Background: an optimization exercise with open tools, aiming at small area and a short achievable clock period. Do not read the settings as production practice.
At most, simulation tests tie the RTL to the original design; equivalence was not proved.
Power and IR drop assume default switching activity.

## nmr_acq_capture
module nmr_acq_capture (
  input  logic        CLK,
  input  logic        RESET,
  input  logic        ADC_CLK,
  input  logic [15:0] ADC_DATA,
  input  logic        FSMSTAT,
  input  logic        ACQ_WND,
  input  logic [31:0] SAMPLES_PER_ECHO,
  output logic [31:0] M_DATA,
  output logic        M_VALID,
  input  logic        M_READY,
  output logic [31:0] ECHO_CNT,
  output logic [31:0] WORD_CNT,
  output logic        OVERFLOW,
  output logic        BUSY
);
For scale: ~4,800 cells after synthesis, ~150 I/O pins.
export LEC_CHECK = 0
export CAP_MARGIN = 10
export CORE_MARGIN = 2
export CORE_UTILIZATION = 50
export CTS_CLUSTER_DIAMETER = 80
export CTS_CLUSTER_SIZE = 24
export PLACE_DENSITY = 0.65
export SETUP_SLACK_MARGIN = 4.3
export SLEW_MARGIN = 10
create_clock -name core_clock -period 7.0 [get_ports {CLK}]
standard.sh (not shown) runs the stock make flow with config.mk's settings and CLKGATE_MAP_FILE= SYNTH_SCRIPT=/design/flow/synth_recipe.tcl, a recipe that flattens the netlist after the stock synthesis.
==> flow/flow/run.sh <==
#!/bin/bash
# Own flow: the standard layout (standard.sh, unchanged synthesis), with
# the port buffers made of buf_4 cells instead of the library's default pick,
# and the resizer free to change a cell's footprint when it sizes it.
set -euo pipefail
bash standard.sh \
  BUFFER_PORTS_ARGS="-buffer_cell sky130_fd_sc_hd__buf_4" \
  MATCH_CELL_FOOTPRINT=0 \
  finish > standard.log 2>&1
Rerun with:
CAP_MARGIN = 20   (was 10)
CORE_UTILIZATION = 40   (was 50)
PLACE_DENSITY = not set   (was 0.65)
SETUP_SLACK_MARGIN = 4.7   (was 4.3)
SLEW_MARGIN = 20   (was 10)
Outcome:
- cell area climbs by 3.2%
- routed wire length climbs by about 4.4%
- hold slack degrades by 0.015 ns
- via count drops by about 0.8%
- utilization drops by 9.9 points
- first-iteration DRC count drops by about 17%
Rerun with:
CORE_UTILIZATION = 50   (was 40)
CTS_CLUSTER_DIAMETER = 70   (was 80)
CTS_CLUSTER_SIZE = 28   (was 24)
PLACE_DENSITY = 0.65   (was not set)
SETUP_SLACK_MARGIN = 4.3   (was 4.7)
Effect: Clock power rises by 5.9%. Final cell count decreases by 7.6%. Non-clock buffer count falls by 82. Count of clock-buffer cells in the layout drops by 45. Global-route usage rose by 6.6 points. Worst setup slack gets worse by 0.030 ns.
Rerun with:
CTS_CLUSTER_DIAMETER = 80   (was 70)
CTS_CLUSTER_SIZE = 24   (was 28)
SETUP_SLACK_MARGIN = 4.5   (was 4.3)
The new run went through all stages and came out clean.
Cell area is about the same.
Die area does not change.
Critical path depth stays the same.
Setup slack stays flat.
Flip-flop and latch count does not change.

* * *

exp/fjord:
nmr_acq_capture again, from the RTL that the note above started with.
clock: 7.0 ns
lec_check: 0
cap_margin: 20
core_margin: 2
core_utilization: 50
cts_cluster_diameter: 80
cts_cluster_size: 24
place_density: 0.65
setup_slack_margin: 4.3
slew_margin: 20
Scripts as last shown in full above: flow/flow/run.sh
Setup changes, exp/fjord to exp/maple
diff --git a/flow/config.mk b/flow/config.mk
--- a/flow/config.mk
+++ b/flow/config.mk
@@ -8,8 +8,7 @@
 export CAP_MARGIN = 20
 export CORE_MARGIN = 2
-export CORE_UTILIZATION = 50
+export CORE_UTILIZATION = 40
 export CTS_CLUSTER_DIAMETER = 80
 export CTS_CLUSTER_SIZE = 24
-export PLACE_DENSITY = 0.65
-export SETUP_SLACK_MARGIN = 4.3
+export SETUP_SLACK_MARGIN = 4.5
 export SLEW_MARGIN = 20
exp/maple ends up with a via count of the first global-routing pass that is 681 higher than in exp/fjord. exp/maple ended up with a lower worst setup slack than exp/fjord did. Per the comparison of exp/maple with exp/fjord, first-iteration DRC count fell by about 14%, depth of the most critical reg-to-reg path did not really move. In the metrics for exp/maple and exp/fjord, the one carrying the lower share of cells above drive strength 1 is exp/fjord. | total power consumption of the routed design | exp/fjord vs exp/maple | ≈ equal |. Comparing synthesis-to-layout area growth for exp/maple and exp/fjord, the smaller number came from exp/fjord. Summary of exp/maple over exp/fjord: placement-stage worst setup slack went down, critical path depth went up.
### exp/maple -> exp/pepper
diff --git a/flow/config.mk b/flow/config.mk
--- a/flow/config.mk
+++ b/flow/config.mk
@@ -8,7 +8,8 @@
 export CAP_MARGIN = 20
 export CORE_MARGIN = 2
-export CORE_UTILIZATION = 40
-export CTS_CLUSTER_DIAMETER = 80
-export CTS_CLUSTER_SIZE = 24
-export SETUP_SLACK_MARGIN = 4.5
+export CORE_UTILIZATION = 50
+export CTS_CLUSTER_DIAMETER = 60
+export CTS_CLUSTER_SIZE = 20
+export PLACE_DENSITY = 0.65
+export SETUP_SLACK_MARGIN = 4.3
 export SLEW_MARGIN = 20
--- outcome ---
- exp/pepper vs. exp/maple: area enclosed by the die boundary went down about 20%, met2 layer wire length in the routed design went down 5.4%, number of buffer and inverter stages on the critical path went down 1.

* * *

nmr_acq_capture, a different RTL version from the one above (not shown whole).
Size: roughly 4,500 cells after synthesis, about 2,300 flip-flops, about 150 I/O pins, roughly 0.083 mm^2 of cells after synthesis.
clock: 7.0 ns
lec_check: 0
cap_margin: 20
core_margin: 2
core_utilization: 40
cts_cluster_diameter: 80
cts_cluster_size: 24
setup_slack_margin: 4.0
slew_margin: 20
run.sh (not shown) runs the stock make flow with config.mk's settings and CLKGATE_MAP_FILE= SYNTH_SCRIPT=/design/flow/synth_recipe.tcl, a recipe that flattens the netlist after the stock synthesis.
Stock flow here: none of the scripts above is used.
==> next run, changes <==
--- a/flow/config.mk
+++ b/flow/config.mk
@@ -10,4 +10,2 @@
 export CORE_UTILIZATION = 40
-export CTS_CLUSTER_DIAMETER = 80
-export CTS_CLUSTER_SIZE = 24
 export SETUP_SLACK_MARGIN = 4.0
=> Power increases by 17%. Global-route usage climbs by 0.32 points. Worst setup slack degrades by 0.016 ns.
==> next run, changes <==
--- a/flow/config.mk
+++ b/flow/config.mk
@@ -10,2 +10,4 @@
 export CORE_UTILIZATION = 40
+export CTS_CLUSTER_DIAMETER = 100
+export CTS_CLUSTER_SIZE = 30
 export SETUP_SLACK_MARGIN = 4.0
- total power is lower by about a fifth
- routed wire length is lower slightly
- critical path depth is lower by 1
- setup slack stays flat
- synthesized area stays the same
- sequential cell count is unchanged
- worst hold slack gets better by 0.013 ns
No functional check of the RTL was part of any run of this note.

* * *

indigo:
nmr_acq_capture, a different RTL version from the one above (not shown whole).
Size: about 2300 flip-flops, ~0.084 mm^2 of cells after synthesis.
export LEC_CHECK = 0
export CAP_MARGIN = 20
export CORE_MARGIN = 2
export CORE_UTILIZATION = 40
export CTS_BUF_LIST = sky130_fd_sc_hd__clkbuf_8 sky130_fd_sc_hd__clkbuf_16
export CTS_CLUSTER_DIAMETER = 80
export CTS_CLUSTER_SIZE = 24
export SETUP_SLACK_MARGIN = 4.2
export SLEW_MARGIN = 20
create_clock -name core_clock -period 7.0 [get_ports {CLK}]
standard.sh (not shown) runs the stock make flow with config.mk's settings and CLKGATE_MAP_FILE= SYNTH_SCRIPT=/design/flow/synth_recipe.tcl, a recipe that flattens the netlist after the stock synthesis.
Scripts as last shown in full above: flow/flow/run.sh
Both conditions hold for indigo: the flow ran to the end and the final layout passed the timing, design-rule and antenna checks.
Input changes introduced in zinc (baseline for comparison: indigo):
- CTS_BUF_LIST removed (was sky130_fd_sc_hd__clkbuf_8 sky130_fd_sc_hd__clkbuf_16)
- SETUP_SLACK_MARGIN changed from 4.2 to 4.0
==> comparison <==
Worst-case vdd ir drop (zinc vs. indigo) decreases by a few percent
Summary of zinc over indigo: gate count after technology mapping about even, instance count after placement with tap cells included about even.
Critical path data arrival time is lower on indigo
zinc ends up with a fraction of the cycle the final worst path needs that is 0.55 points higher than in indigo.
Global-route wire length before repair, zinc vs indigo: down slightly
The higher transition time at the pin with the least slew margin came out of zinc.
zinc packs its core looser than indigo.
Share of total power in combinational logic (lower): zinc
Where hold slack is concerned, indigo is better than zinc.
Here is what was changed in the inputs of quartz compared with zinc.
- a change of SETUP_SLACK_MARGIN from 4.0 to 4.2
==> results.txt <==
Both conditions hold for quartz: the flow ran to the end and the final layout passed the timing, design-rule and antenna checks. Number of non-clock inverters came out exactly the same in quartz and zinc. [quartz vs zinc] transition at the pin with the smallest max-transition slack: lower in quartz. Delta (quartz minus zinc): setup slack climbed 19 ps, clock power share decreased by 0.3 points relative to the old numbers, part of the total power dissipated in combinational logic now sits higher, worst hold slack shows an increase of 9.4 ps, sequential power share went down by 0.5 points. quartz ended up with a higher worst supply voltage drop on vdd than zinc did. Final design utilization (lower): zinc.

* * *

The RTL this note starts from:
==> flow/design.v <==
package nmr_acq_pkg;
  localparam int SAMPLE_SLOT_W = 16;
endpackage
module nmr_sync_fifo (
  input  logic        CLK,
  input  logic [63:0] lo_we,
  input  logic [63:0] hi_we,
  input  logic [15:0] lo_data,
  input  logic [15:0] hi_data,
  input  logic [63:0] rd_sel,
  output logic [31:0] rd_data
);
  logic [15:0] mem_lo [64];
  logic [15:0] mem_hi [64];
  always_ff @(posedge CLK) begin
    for (int i = 0; i < 64; i++) begin
      if (lo_we[i]) mem_lo[i] <= lo_data;
      if (hi_we[i]) mem_hi[i] <= hi_data;
    end
  end
  always_comb begin
    rd_data = '0;
    for (int i = 0; i < 64; i++)
      rd_data = rd_data | ({mem_hi[i], mem_lo[i]} & {32{rd_sel[i]}});
  end
endmodule
module nmr_acq_capture (
  input  logic        CLK,
  input  logic        RESET,
  input  logic        ADC_CLK,
  input  logic [15:0] ADC_DATA,
  input  logic        FSMSTAT,
  input  logic        ACQ_WND,
  input  logic [31:0] SAMPLES_PER_ECHO,
  output logic [31:0] M_DATA,
  output logic        M_VALID,
  input  logic        M_READY,
  output logic [31:0] ECHO_CNT,
  output logic [31:0] WORD_CNT,
  output logic        OVERFLOW,
  output logic        BUSY
);
  logic        busy_q, armed_q, capt_q, flush_q, waitlo_q;
  logic        adc_d;
  logic        pending_q;
  logic [31:0] rem_q;
  logic        unlim_q;
  logic        push_vld_q;
  logic [31:0] echo_q;
  logic [31:0] word_q;
  logic        ovf_q;
  logic [6:0]  cnt_q;
  logic        valid_q;    
  logic        ge2_q;      
  logic        full_q;     
  logic [5:0]  wr_q, rd_q;
  logic [31:0] head_q;
  logic        idle, start_scan, arm_capt, capt_go, stb, take, last, flush_push;
  logic        pop, push_acc, head_ld, rd_adv;
  logic [63:0] wr_oh, rd_oh, lo_we, hi_we;
  logic [15:0] hi_data;
  logic [31:0] rd_data;
  assign idle       = ~busy_q;
  assign stb        = ADC_CLK & ~adc_d;
  assign start_scan = idle & FSMSTAT;
  assign arm_capt   = armed_q & ACQ_WND;
  assign capt_go    = capt_q & ACQ_WND & FSMSTAT;
  assign take       = capt_go & stb;
  assign last       = take & ~unlim_q & (rem_q == 32'd1);
  assign flush_push = flush_q & pending_q;
  always_ff @(posedge CLK or posedge RESET) begin
    if (RESET) begin
      busy_q   <= 1'b0;
      armed_q  <= 1'b0;
      capt_q   <= 1'b0;
      flush_q  <= 1'b0;
      waitlo_q <= 1'b0;
    end else begin
      busy_q   <= ~((idle & ~FSMSTAT) |
                    (armed_q & ~ACQ_WND & ~FSMSTAT) |
                    (waitlo_q & ACQ_WND & ~FSMSTAT));
      armed_q  <= start_scan |
                  (armed_q & ~ACQ_WND & FSMSTAT) |
                  (flush_q & ~ACQ_WND) |
                  (waitlo_q & ~ACQ_WND);
      capt_q   <= arm_capt | (capt_go & ~last);
      flush_q  <= (capt_q & ~capt_go) | last;
      waitlo_q <= (flush_q & ACQ_WND) | (waitlo_q & ACQ_WND & FSMSTAT);
    end
  end
  always_ff @(posedge CLK) begin
    adc_d <= ADC_CLK;
    if (arm_capt) begin
      rem_q   <= SAMPLES_PER_ECHO;
      unlim_q <= (SAMPLES_PER_ECHO == 32'd0);
    end else if (take) begin
      rem_q   <= rem_q - 32'd1;
    end
  end
  always_ff @(posedge CLK or posedge RESET) begin
    if (RESET) begin
      pending_q  <= 1'b0;
      push_vld_q <= 1'b0;
      echo_q     <= '0;
      word_q     <= '0;
      ovf_q      <= 1'b0;
    end else begin
      push_vld_q <= (take & pending_q) | flush_push;
      if (take)            pending_q <= ~pending_q;
      else if (flush_push) pending_q <= 1'b0;
      if (start_scan) begin
        echo_q <= '0;
        word_q <= '0;
        ovf_q  <= 1'b0;
      end else begin
        if (push_acc)               word_q <= word_q + 32'd1;
        if (push_vld_q & ~push_acc) ovf_q  <= 1'b1;
        if (flush_q)                echo_q <= echo_q + 32'd1;
      end
    end
  end
  assign pop      = valid_q & M_READY;
  assign push_acc = push_vld_q & (~full_q | pop);
  assign head_ld  = ~valid_q | pop;
  assign rd_adv   = head_ld & (ge2_q | push_acc);
  always_comb begin
    for (int i = 0; i < 64; i++) begin
      wr_oh[i] = (wr_q == 6'(i));
      rd_oh[i] = (rd_q == 6'(i));
    end
  end
  assign lo_we   = wr_oh & {64{take & ~pending_q}};
  assign hi_we   = wr_oh & {64{(take & pending_q) | flush_push}};
  assign hi_data = ADC_DATA & {16{~flush_q}};
  nmr_sync_fifo u_fifo (
    .CLK     (CLK),
    .lo_we   (lo_we),
    .hi_we   (hi_we),
    .lo_data (ADC_DATA),
    .hi_data (hi_data),
    .rd_sel  (rd_oh),
    .rd_data (rd_data)
  );
  always_ff @(posedge CLK) begin
    if (head_ld) head_q <= rd_data;
  end
  logic [6:0] cnt_d;
  always_comb begin
    cnt_d = cnt_q;
    case ({push_acc, pop})
      2'b10:   cnt_d = cnt_q + 7'd1;
      2'b01:   cnt_d = cnt_q - 7'd1;
      default: cnt_d = cnt_q;
    endcase
  end
  always_ff @(posedge CLK or posedge RESET) begin
    if (RESET) begin
      wr_q    <= '0;
      rd_q    <= '0;
      cnt_q   <= '0;
      valid_q <= 1'b0;
      ge2_q   <= 1'b0;
      full_q  <= 1'b0;
    end else begin
      if (push_acc) wr_q <= wr_q + 6'd1;
      if (rd_adv)   rd_q <= rd_q + 6'd1;
      cnt_q   <= cnt_d;
      valid_q <= (cnt_d != 7'd0);
      ge2_q   <= (cnt_d >= 7'd2);
      full_q  <= (cnt_d == 7'd64);
    end
  end
  assign M_DATA   = head_q;
  assign M_VALID  = valid_q;
  assign ECHO_CNT = echo_q;
  assign WORD_CNT = word_q;
  assign OVERFLOW = ovf_q;
  assign BUSY     = busy_q;
endmodule
Settings: LEC_CHECK=0, CAP_MARGIN=20, CORE_MARGIN=2, CORE_UTILIZATION=40, SETUP_SLACK_MARGIN=4.4, SLEW_MARGIN=20; clock period 7.0 ns.
run.sh (not shown) runs the stock make flow with config.mk's settings and CLKGATE_MAP_FILE= SYNTH_SCRIPT=/design/flow/synth_recipe.tcl, a recipe that flattens the netlist after the stock synthesis.
Stock flow here: none of the scripts above is used.
Then changed:
SETUP_SLACK_MARGIN = unset   (was 4.4)
=>
- The new run finished clean
- utilization fell by 4.9 points
- global-route usage goes down by 3.7 points
- synthesized cell count stays the same
- register-to-register slack gets worse by 1.5 ns
- clock skew barely changes
- worst setup slack loses 1.5 ns
- sequential cell count is unchanged
- final cell count is lower by 6.0%
- combinational power goes down by 27%
- die area stays the same
Function was not checked in any run of this note: the RTL went through the layout flow alone.

* * *

Another version of the RTL of nmr_acq_capture (not shown whole).
Size: ~4700 cells after synthesis, ~150 I/O pins.
// nmr_acq_capture
module nmr_acq_capture (
  input  logic        CLK,
  input  logic        RESET,
  input  logic        ADC_CLK,
  input  logic [15:0] ADC_DATA,
  input  logic        FSMSTAT,
  input  logic        ACQ_WND,
  input  logic [31:0] SAMPLES_PER_ECHO,
  output logic [31:0] M_DATA,
  output logic        M_VALID,
  input  logic        M_READY,
  output logic [31:0] ECHO_CNT,
  output logic [31:0] WORD_CNT,
  output logic        OVERFLOW,
  output logic        BUSY
);
Settings: LEC_CHECK=0, CAP_MARGIN=20, CORE_MARGIN=2, CORE_UTILIZATION=40, CTS_CLUSTER_DIAMETER=80, CTS_CLUSTER_SIZE=24, SETUP_SLACK_MARGIN=4.0, SLEW_MARGIN=20; clock period 7.0 ns.
standard.sh (not shown) runs the stock make flow with config.mk's settings and CLKGATE_MAP_FILE= SYNTH_SCRIPT=/design/flow/synth_recipe.tcl, a recipe that flattens the netlist after the stock synthesis.
Scripts as last shown in full above: flow/flow/run.sh
Rerun with:
==> flow/run.sh (new file) <==
#!/bin/bash
# synth_recipe.tcl (not shown) runs the flow's synth.tcl, then flattens the netlist and writes it again
# the make line also repeats each setting of config.mk as NAME=value (left out here)
make -C /OpenROAD-flow-scripts/flow DESIGN_CONFIG=/design/flow/config.mk WORK_HOME=/design/flow/orfs CLKGATE_MAP_FILE= SYNTH_SCRIPT=/design/flow/synth_recipe.tcl finish
removed: flow/flow/run.sh
removed: flow/standard.sh
Effect: Worst hold slack gains 0.0048 ns. Clock power hardly moves. Final area goes up by 0.45%. Routed wire length went up by 1.9%. Clock-buffer cell count came out lower by 2. Critical path depth is unchanged. Combinational power barely changes. Fmax came out lower by 0.47%. Power is about the same. Sequential share of layout area goes down by 0.30 points.
No run of this note included a check of the RTL's function; only the layout flow was run.

separate check: timing with driven ports:
How much do the figures lean on ideal ports? The routed layouts below were timed once more, with nothing changed but the port constraints. Step 1 (the two cells are an assumption about what drives the block):
set clk [get_ports {CLK}]
set_driving_cell -lib_cell sky130_fd_sc_hd__clkbuf_16 $clk
set_driving_cell -lib_cell sky130_fd_sc_hd__buf_2 [delete_from_list [all_inputs] $clk]
Step 2, shift: input delay + t, output delay - t, t = (earliest + latest rising clock arrival at the registers) / 2. This alone moves slack from input paths to output paths. Slacks: ideal / step 1 / step 2; pairs: ideal / step 1.
run	t, ns	setup WS [ns]	worst register clock-pin slew, ns
the first run of note 1	0.863	4.089 / 4.007 / 3.566	0.10 / 0.10
the second run of note 1	0.874	4.097 / 4.016 / 3.795	0.11 / 0.11
the third run of note 1	0.889	4.067 / 3.982 / 3.546	0.11 / 0.11
the fourth run of note 1	0.843	4.069 / 3.988 / 3.656	0.10 / 0.10
exp/fjord	0.865	4.098 / 4.012 / 3.538	0.10 / 0.10
exp/maple	0.877	4.081 / 4.000 / 3.656	0.10 / 0.10
exp/pepper	0.909	4.062 / 3.978 / 3.530	0.09 / 0.09
the first run of note 3	0.873	3.853 / 3.853 / 3.207	0.10 / 0.10
the second run of note 3	0.961	3.837 / 3.837 / 3.104	0.07 / 0.07
the third run of note 3	0.856	3.838 / 3.838 / 3.214	0.12 / 0.12
indigo	0.860	4.031 / 3.944 / 3.241	0.10 / 0.10
zinc	0.857	3.993 / 3.919 / 3.153	0.10 / 0.10
quartz	0.863	4.012 / 3.926 / 3.241	0.10 / 0.10
the first run of note 5	0.965	3.623 / 3.623 / 3.262	0.07 / 0.07
the second run of note 5	0.972	2.106 / 2.106 / 1.347	0.07 / 0.07
the first run of note 6	0.861	3.838 / 3.748 / 3.197	0.10 / 0.10
the second run of note 6	0.875	3.823 / 3.734 / 3.215	0.10 / 0.10
After both steps setup and hold are still met in every run listed. For zinc, which loses most, drivers alone change the setup slack by -0.074 ns; drivers and shift together by -0.840 ns.
